Context: an optimization exercise on an open-source flow, tuned for small area. The choices shown serve that exercise and are no tape-out recipe.
Function was checked by simulation only, so behaviour that the tests miss may differ from the original.

[constraint.sdc]
create_clock -name core_clock -period 8.0 [get_ports {CLK}]
set_input_delay 1.6000 -clock core_clock [delete_from_list [all_inputs] [get_ports {CLK}]]
set_output_delay 1.6000 -clock core_clock [all_outputs]
set_load 0.01 [all_outputs]
[run.sh]
#!/bin/bash
# synth_recipe.tcl (not shown) runs the flow's synth.tcl, then flattens the netlist and writes it again
# the make line also repeats each setting of config.mk as NAME=value (left out here)
make -C /OpenROAD-flow-scripts/flow DESIGN_CONFIG=/design/flow/config.mk WORK_HOME=/design/flow/orfs CLKGATE_MAP_FILE= SYNTH_SCRIPT=/design/flow/synth_recipe.tcl finish
[design.v]
module reg_file #(
    parameter int unsigned WIDTH = 32,
    parameter int unsigned CNT_W = 16
) (
    input  logic             CLK,
    input  logic             RST_n,
    input  logic [4:0]       rs,
    input  logic [4:0]       rt,
    input  logic [4:0]       rd,
    input  logic             RegDst,
    input  logic             RegWre,
    input  logic             DBDataSrc,
    input  logic [WIDTH-1:0] result,
    input  logic [WIDTH-1:0] DataOut,
    input  logic [4:0]       DbgAddr,
    output logic [WIDTH-1:0] ReadData1,
    output logic [WIDTH-1:0] ReadData2,
    output logic [WIDTH-1:0] DbgData,
    output logic [WIDTH-1:0] WriteData,
    output logic [CNT_W-1:0] WrCount
);
    logic [WIDTH-1:0] regs_q [1:31];
    logic [WIDTH-1:0] regs_d [1:31];
    logic [CNT_W-1:0] wr_count_q;
    logic [CNT_W-1:0] wr_count_d;
    logic [4:0]       write_reg;
    logic             wr_en;
    always_comb begin
        write_reg = RegDst ? rd : rt;
        WriteData = DBDataSrc ? DataOut : result;
        wr_en     = RegWre && (write_reg != 5'd0);
        for (int i = 1; i < 32; i++) begin
            regs_d[i] = (wr_en && (write_reg == 5'(i))) ? WriteData : regs_q[i];
        end
        wr_count_d = wr_count_q;
        if (wr_en && (wr_count_q != '1)) begin
            wr_count_d = wr_count_q + CNT_W'(1);
        end
    end
    always_ff @(posedge CLK or negedge RST_n) begin
        if (!RST_n) begin
            for (int i = 1; i < 32; i++) begin
                regs_q[i] <= '0;
            end
            wr_count_q <= '0;
        end else begin
            for (int i = 1; i < 32; i++) begin
                regs_q[i] <= regs_d[i];
            end
            wr_count_q <= wr_count_d;
        end
    end
    always_comb begin
        ReadData1 = (rs == 5'd0)      ? '0 : regs_q[rs];
        ReadData2 = (rt == 5'd0)      ? '0 : regs_q[rt];
        DbgData   = (DbgAddr == 5'd0) ? '0 : regs_q[DbgAddr];
    end
    assign WrCount = wr_count_q;
endmodule
[config.mk]
export PLATFORM = sky130hd
export DESIGN_NAME = reg_file
export DESIGN_NICKNAME = reg_file
export VERILOG_FILES = /design/flow/design.v
export SDC_FILE = /design/flow/constraint.sdc
export NUM_CORES = 4
export LEC_CHECK = 0
export CAP_MARGIN = 20
export CORE_MARGIN = 2
export CORE_UTILIZATION = 30
export PLACE_DENSITY = 0.35
export SLEW_MARGIN = 20
==> flow_summary.toml <==
[place]
hpwl_um = 336000
port_buffers = 232
pre_cts_ws_ns = 0.801
dpl_cell_area_mm2 = 0.0660
gp_congestion = 1.07

[route]
num_vias = 72456
drtIter0Drc = 14239
drc = 0
vias_per_cell = 7.30
ant_nets = 0
wl_per_cell_um = 50.9
drt_wl_total_um = 506000
drt_pass1_iterations = 9

[clock_tree]
cts_tree = "yes"
cts_hold_buf = 0
h-tree-depth = 4
clock-sinks = 1008
insertion_delay_ns = 0.81
cts_made_buffers = 130
cts_buffer_depth = 3
cts_setup_buffers = 0
post_cts_resized = 0
clk_pin_slew_worst_paths_ns = 0.06
cts_root_buf = "clkbuf_16"

[synth]
netlist.area_leader.share = 0.429
synth_edf_count = 0
yosys.cell_types.count = 83
ys_seq_elements = 1008
synth.top_cells.by_area = "dfrtp_1 43%, nand3_1 8.8%, a22oi_1 6.6%"
synthArstFlopShare = 1.00
syn-num-nets = 7259
yosysSeqAreaShare = 0.429
syn_area_per_cell_um2 = 8.20
synth_flop_cell = "dfrtp_1"
synth_area_leader_cell = "dfrtp_1"
synth_cells = 7169
yosysWarningCount = 35
synth_area_mm2 = 0.0588

[die]
die_x_um = 447
start_util = 0.302
die_h_um = 447
core-area_mm2 = 0.195
std_cell_rows = 162
pin_count = 233
die_area_mm2 = 0.199

[pwr]
p_seq_frac = 0.487
sw_frac_of_total = 0.409
irDropWorstVdd_v = 0.000285
cellInternalPower_w = 0.0116
power.switching_w = 0.00801
power.density_mw_per_mm2 = 277
p_leak_nw = 28.3
p_comb_frac = 0.202
clockPowerShare = 0.310
totalPowerFinal_w = 0.0196

[global_route]
antenna_found_initial = 67
grt_pass1_vias = 64807
grt_use_total = 0.493
grt_pass1_wl_um = 654000
grt_max_degree = 152
overflow = 0

[sta]
setup_tns_ns = 0
period_needed_ns = 7.65
drv_slew = 0
skew_ns = 0.00424
relSlewSlack = 0.124
setup_slack_ns = 0.350
setup_viol = 0
fmax_mhz = 131
period_share = 0.956
rsz0062_at_grt = "no"
hold_viol_final = 0
worstMarginPinSlew_ns = 1.31

[worst_hold_path]
hold_path.startpoint = "wr_count_q[11]"
hold_path_end = "wr_count_q[11]"
min_path_type = "flop to flop"
whs_path_depth = 1

[finish]
drive_above_1_share = 0.118
stdcell_area_mm2 = 0.0706
nets = 7259
post-route-util = 0.362
synthToLayoutAreaGrowth_pct = 20.1

[setup_path]
critical_path.top_delay_family = "simple AND/OR/NAND/NOR gates"
cp_max_fo = 45
r2r-end = "wr_count_q[1]"
path_cells = "buf_4 > nand3_1 > nor2_4 > a22oi_1 > and3_1 > a31oi_1 > clkdlybuf4s50_1"
slowest_stage = "nor2_4"
crit_path_start_kind = "input port"
r2r_setup_slack_ns = 5.76
r2r-start = "wr_count_q[0]"
crit_arrival_ns = 6.05
cp.required_ns = 6.40
cp-end-kind = "primary output"
rr_worst_depth = 5
cp.depth = 7
slowest_delay_ns = 1.08
cp-startpoint = "rs[0]"
cp_num_buf_inv = 2
crit_type = "input port to primary output"

[outcome]
status = "no timing/DRC/antenna violations"

[job]
drv_cap = 0
[per-stage QoR]
| step | hold WS [ns] | instances |
|---|---|---|
| after floorplan | 0.476 | 7169 |
| after global placement | 0.490 | 9651 |
| after detailed placement | 0.497 | 9652 |
| after CTS | 0.505 | 9873 |
| after global routing | 0.525 | 9889 |
| final | 0.498 | 9932 |
[cell families after synthesis]
group / after synthesis / synth area share
AND/OR/NAND/NOR: 3194 / 0.277
AO/OA/AOI/OAI: 2049 / 0.221
XOR/XNOR: 13 / 0.00194
buffers and inverters: 842 / 0.0597
multiplexers: 62 / 0.0109
adder cells (fa/ha/maj): 1 / 0.000213
flip-flops: 1008 / 0.429
[worst max path at each step]
| stage | to | slack [ns] |
|---|---|---|
| after floorplan | DbgData[1] | 3.12 |
| after global placement | ReadData1[2] | 0.89 |
| after detailed placement | ReadData1[2] | 0.80 |
| after CTS | ReadData1[2] | 0.79 |
| after global routing | ReadData1[17] | 0.55 |
| final | ReadData1[17] | 0.35 |
[registers in the layout, indices dropped and copies added, names as in the netlist]
register    count
wr_count_q     16
regs_q        992
[cell usage in the layout (no fill, tap or decap), types with 316 or more instances in the layout]
master and count:
and3_1 318, dfrtp_1 1008, o21ai_0 318, buf_4 367, a22oi_1 519, a21oi_1 753
nand2_1 428, nand3_1 1032, nor2_1 670, nand4_1 316
[routing by layer]
| metal | GRT usage | wire (um) | vias up |
|---|---|---|---|
| met5 | 0 | 316 | - |
| met4 | 0.339 | 41700 | 46 |
| met3 | 0.198 | 68900 | 2129 |
| met2 | 0.667 | 199000 | 7130 |
| met1 | 0.634 | 196000 | 36305 |
| li1 | - | - | 26846 |
[Yosys cell counts (74+ instances only)]
cell type and count:
a2111oi_0 90, a21oi_1 753, a22oi_1 519, a31oi_1 82
and3_1 321, and4_1 74, buf_2 248, clkbuf_1 492
dfrtp_1 1008, nand2_1 431, nand3_1 1032, nand4_1 316
nor2_1 704, o21ai_0 318
[cell type report]
type | instances | area (um2)
Clock inverter | 35 | 404
Sequential cell | 1008 | 25200
Timing Repair Buffer | 660 | 6340
Antenna cell | 50 | 125
Multi-Input combinational cell | 5319 | 31200
Inverter | 50 | 188
Clock buffer | 186 | 3850
Fill cell | 20204 | 124000
Tap cell | 2624 | 3280
[power by group through the flow]
stage                     clock network, W  logic, W  registers (W)
after detailed placement                 0   0.00381        0.00928
after global placement                   0   0.00373        0.00936
after floorplan                          0   0.00215        0.00771
after global routing               0.00633   0.00422        0.00942
final                              0.00608   0.00396        0.00954
after CTS                          0.00614   0.00381        0.00923

## port drivers added, routing unchanged
The flow's constraints put no driver on any port. The routed layout listed below was extracted and timed again, unchanged, in two steps.
Step 1 assumes that a clkbuf_16 drives the clock port and a buf_2 every other input.
Step 2, shift: input delay + t, output delay - t, t = (earliest + latest rising clock arrival at the registers) / 2. This alone moves slack from input paths to output paths.
Slacks: ideal ports / drivers / drivers and shift; pairs: ideal ports / drivers.
t (ns): 0.913
setup WS [ns]: 0.350 / 0.254 / 0.254
slew at the worst register clock pin (ns): 0.07 / 0.07
worst data-port slew with drivers (ns): 0.16
pins driven straight from the clock port: 1
After both steps this run still meets setup and hold. The setup slack of this run moves by -0.096 ns with the drivers and by -0.096 ns with both steps.
